Source: an optimization exercise on an open RTL-to-GDS flow (aim: a short achievable clock period and few clock cycles). Production flows keep margins and buffers that such runs may drop. Only simulation tests tie the RTL to the original design; equivalence was not proved. Power and IR drop assume default switching activity.

==> run a: inputs <==
==> flow/design.v <==
module core_top (
    input  logic        clock,
    input  logic        reset_ALUop_2_3,
    output logic [15:0] pc_addr,
    input  logic [15:0] inst,
    output logic [15:0] mem_addr,
    output logic [15:0] mem_write_data,
    output logic        mem_write,
    input  logic [15:0] mem_read_data
);
    logic [15:0] pc;
    logic [15:0] regs [1:7];    
    logic        e_we;          
    logic        e_ld;          
    logic        e_st;          
    logic [2:0]  e_dest;
    logic [15:0] e_b;           
    logic [15:0] e_x;           
    logic [15:0] e_s;           
    logic        e_byp_b;       
    logic        e_byp_x;       
    logic        e_byp_s;       
    logic        e_byp;         
    logic        e_inv;         
    logic        e_cin;
    logic        e_add, e_and, e_or, e_xor, e_sll, e_srl;
    logic [3:0]  e_shamt;
    logic        m_ld;
    logic [2:0]  m_dest;
    logic [1:0]  cls;
    logic [2:0]  ra, rb;
    logic [3:0]  funct;
    logic [15:0] imm;
    logic        is_ld, is_st, is_li, is_rop;
    logic        f_add, f_sub, f_and, f_or, f_xor, f_sll, f_srl, f_ok;
    assign cls   = inst[15:14];
    assign ra    = inst[13:11];
    assign rb    = inst[10:8];
    assign funct = inst[7:4];
    assign imm   = {{8{inst[7]}}, inst[7:0]};
    assign is_ld  = (cls == 2'b00);
    assign is_st  = (cls == 2'b01);
    assign is_li  = (cls == 2'b10);
    assign is_rop = (cls == 2'b11);
    assign f_add = (funct == 4'd0);
    assign f_sub = (funct == 4'd1);
    assign f_and = (funct == 4'd2);
    assign f_or  = (funct == 4'd3);
    assign f_xor = (funct == 4'd4);
    assign f_sll = (funct == 4'd8);
    assign f_srl = (funct == 4'd9);
    assign f_ok  = f_add | f_sub | f_and | f_or | f_xor | f_sll | f_srl;
    logic [15:0] res;           
    logic [15:0] rf_a, rf_b;
    logic        hit_e_a, hit_e_b, hit_l_a, hit_l_b, hit_m_a, hit_m_b;
    logic [15:0] va, vb;
    assign rf_a = (ra == 3'd0) ? 16'd0 : regs[ra];
    assign rf_b = (rb == 3'd0) ? 16'd0 : regs[rb];
    assign hit_e_a = e_we && (e_dest == ra);
    assign hit_e_b = e_we && (e_dest == rb);
    assign hit_l_a = e_ld && (e_dest == ra);
    assign hit_l_b = e_ld && (e_dest == rb);
    assign hit_m_a = m_ld && (m_dest == ra);
    assign hit_m_b = m_ld && (m_dest == rb);
    assign va = hit_e_a ? res : hit_m_a ? mem_read_data : rf_a;
    assign vb = hit_e_b ? res : hit_m_b ? mem_read_data : rf_b;
    always_ff @(posedge clock or posedge reset_ALUop_2_3) begin
        if (reset_ALUop_2_3) begin
            pc   <= 16'd0;
            e_we <= 1'b0;
            e_ld <= 1'b0;
            e_st <= 1'b0;
        end else begin
            pc   <= pc + 16'd1;
            e_we <= (is_li || (is_rop && f_ok)) && (rb != 3'd0);
            e_ld <= is_ld && (ra != 3'd0);
            e_st <= is_st;
        end
    end
    always_ff @(posedge clock) begin
        e_dest  <= is_ld ? ra : rb;
        e_b     <= is_li ? 16'd0 : vb;
        e_x     <= (is_rop && !f_sub) ? va : (is_rop ? ~va : imm);
        e_s     <= va;
        e_byp_b <= hit_l_b && !is_li;
        e_byp_x <= hit_l_a && is_rop;
        e_byp_s <= hit_l_a && is_st;
        e_byp   <= (hit_l_b && !is_li) || (hit_l_a && is_rop);
        e_inv   <= is_rop && f_sub;
        e_cin   <= is_rop && f_sub;
        e_add   <= !is_rop || f_add || f_sub;
        e_and   <= is_rop && f_and;
        e_or    <= is_rop && f_or;
        e_xor   <= is_rop && f_xor;
        e_sll   <= is_rop && f_sll;
        e_srl   <= is_rop && f_srl;
        e_shamt <= inst[3:0];
    end
    logic [15:0] bb, xb, sum_m, sum_b, sum, other;
    assign bb = e_byp_b ? mem_read_data : e_b;
    assign xb = e_byp_x ? (e_inv ? ~mem_read_data : mem_read_data) : e_x;
    logic [16:0] sum_m17, sum_b17;
    assign sum_m17 = {e_b, 1'b1} + {e_x, e_cin};    
    assign sum_b17 = {bb, 1'b1} + {xb, e_cin};
    assign sum_m   = sum_m17[16:1];
    assign sum_b   = sum_b17[16:1];
    assign sum   = e_byp ? sum_b : sum_m;
    assign other = ({16{e_and}} & (bb & xb)) |
                   ({16{e_or}}  & (bb | xb)) |
                   ({16{e_xor}} & (bb ^ xb)) |
                   ({16{e_sll}} & (bb << e_shamt)) |
                   ({16{e_srl}} & (bb >> e_shamt));
    assign res = e_add ? sum : other;
    always_ff @(posedge clock or posedge reset_ALUop_2_3) begin
        if (reset_ALUop_2_3) begin
            for (int i = 1; i < 8; i++) regs[i] <= 16'd0;
        end else begin
            for (int i = 1; i < 8; i++) begin
                if (e_we && (e_dest == 3'(i)))
                    regs[i] <= res;
                else if (m_ld && (m_dest == 3'(i)))
                    regs[i] <= mem_read_data;
            end
        end
    end
    always_ff @(posedge clock or posedge reset_ALUop_2_3) begin
        if (reset_ALUop_2_3) begin
            mem_write <= 1'b0;
            m_ld      <= 1'b0;
        end else begin
            mem_write <= e_st;
            m_ld      <= e_ld;
        end
    end
    always_ff @(posedge clock) begin
        m_dest         <= e_dest;
        mem_addr       <= sum;
        mem_write_data <= e_byp_s ? mem_read_data : e_s;
    end
    assign pc_addr = pc;
endmodule
==> flow/run.sh <==
#!/bin/bash
# synth_recipe.tcl (not shown) runs the flow's synth.tcl, then flattens the netlist and writes it again
# the make line also repeats each setting of config.mk as NAME=value (left out here)
make -C /OpenROAD-flow-scripts/flow DESIGN_CONFIG=/design/flow/config.mk WORK_HOME=/design/flow/orfs CLKGATE_MAP_FILE= SYNTH_SCRIPT=/design/flow/synth_recipe.tcl finish
==> flow/config.mk <==
export PLATFORM = sky130hd
export DESIGN_NAME = core_top
export DESIGN_NICKNAME = core_top
export VERILOG_FILES = /design/flow/design.v
export SDC_FILE = /design/flow/constraint.sdc
export NUM_CORES = 4
export LEC_CHECK = 0
export ABC_CLOCK_PERIOD_IN_PS = 2000
export CAP_MARGIN = 20
export CORE_MARGIN = 2
export CORE_UTILIZATION = 40
export SETUP_SLACK_MARGIN = 2.0
export SLEW_MARGIN = 20
==> flow/constraint.sdc <==
create_clock -name core_clock -period 4.5 [get_ports {clock}]
set_input_delay 0.9000 -clock core_clock [delete_from_list [all_inputs] [get_ports {clock}]]
set_output_delay 0.9000 -clock core_clock [all_outputs]
set_load 0.01 [all_outputs]
==> run b: changes against run a <==
ABC_CLOCK_PERIOD_IN_PS = 1500   (was 2000)
SETUP_SLACK_MARGIN = 2.5   (was 2.0)
==> results.txt <==
- In run b the clock power is higher than in run a, by about 4%.
- Of run a and run b, run a has the higher register-to-register slack (gap 80 ps).
- Against run b, the combinational power of run a is larger by about 7%.
- Via count is about the same in run a and run b.
- Of run b and run a, run a has the higher non-clock buffer count (gap 22).
==> figures <==
Result of the run: run a finished clean; run b finished clean
Worst setup margin: run a 1100 ps; run b 1020 ps
Fraction of final layout cells with drive strength greater than 1: run a 0.331; run b 0.340
Clock net power: run a 0.00243 W; run b 0.00253 W
GP Congestion: run a 0.984; run b 0.937
Combinational logic power: run a 0.00577 W; run b 0.00540 W
Final net count: run a 2194; run b 2172
Share of power burned in registers: run a 0.288; run b 0.294
Multi-input gate share of the layout cell area: run a 0.531; run b 0.541
Capture point of the worst path: run a regs[3][11]; run b e_x[14]
Clock Skew: run a 25.0 ps; run b 17.7 ps
Detailed-routed wire length on met2: run a 31900 um; run b 31400 um
Testbench counts of run a, summed over its fixed seeds: cycles 19,632.
Testbench counts of run b, summed over its fixed seeds: cycles 19,632.

==> port drivers added, routing unchanged <==
The flow's constraints put no driver on any port. The routed layouts listed below were extracted and timed again, unchanged, in two steps.
Step 1 (the two cells are an assumption about what drives the block):
set clk [get_ports {clock}]
set_driving_cell -lib_cell sky130_fd_sc_hd__clkbuf_16 $clk
set_driving_cell -lib_cell sky130_fd_sc_hd__buf_2 [delete_from_list [all_inputs] $clk]
Step 2, shift: input delay + t, output delay - t, t = (earliest + latest rising clock arrival at the registers) / 2. This alone moves slack from input paths to output paths.
Slacks: ideal ports / drivers / drivers and shift; pairs: ideal ports / drivers.
| run | t, ns | setup slack, ns | hold WS [ns] | slew at the worst register clock pin (ns) |
|---|---|---|---|---|
| run a | 0.633 | 1.101 / 1.101 / 0.524 | 0.350 / 0.350 / 0.350 | 0.07 / 0.07 |
| run b | 0.643 | 1.024 / 1.024 / 0.533 | 0.351 / 0.351 / 0.351 | 0.07 / 0.07 |
After both steps every run listed still meets setup and hold. For run a, which loses most, drivers alone change the setup slack by 0.000 ns; drivers and shift together by -0.577 ns.
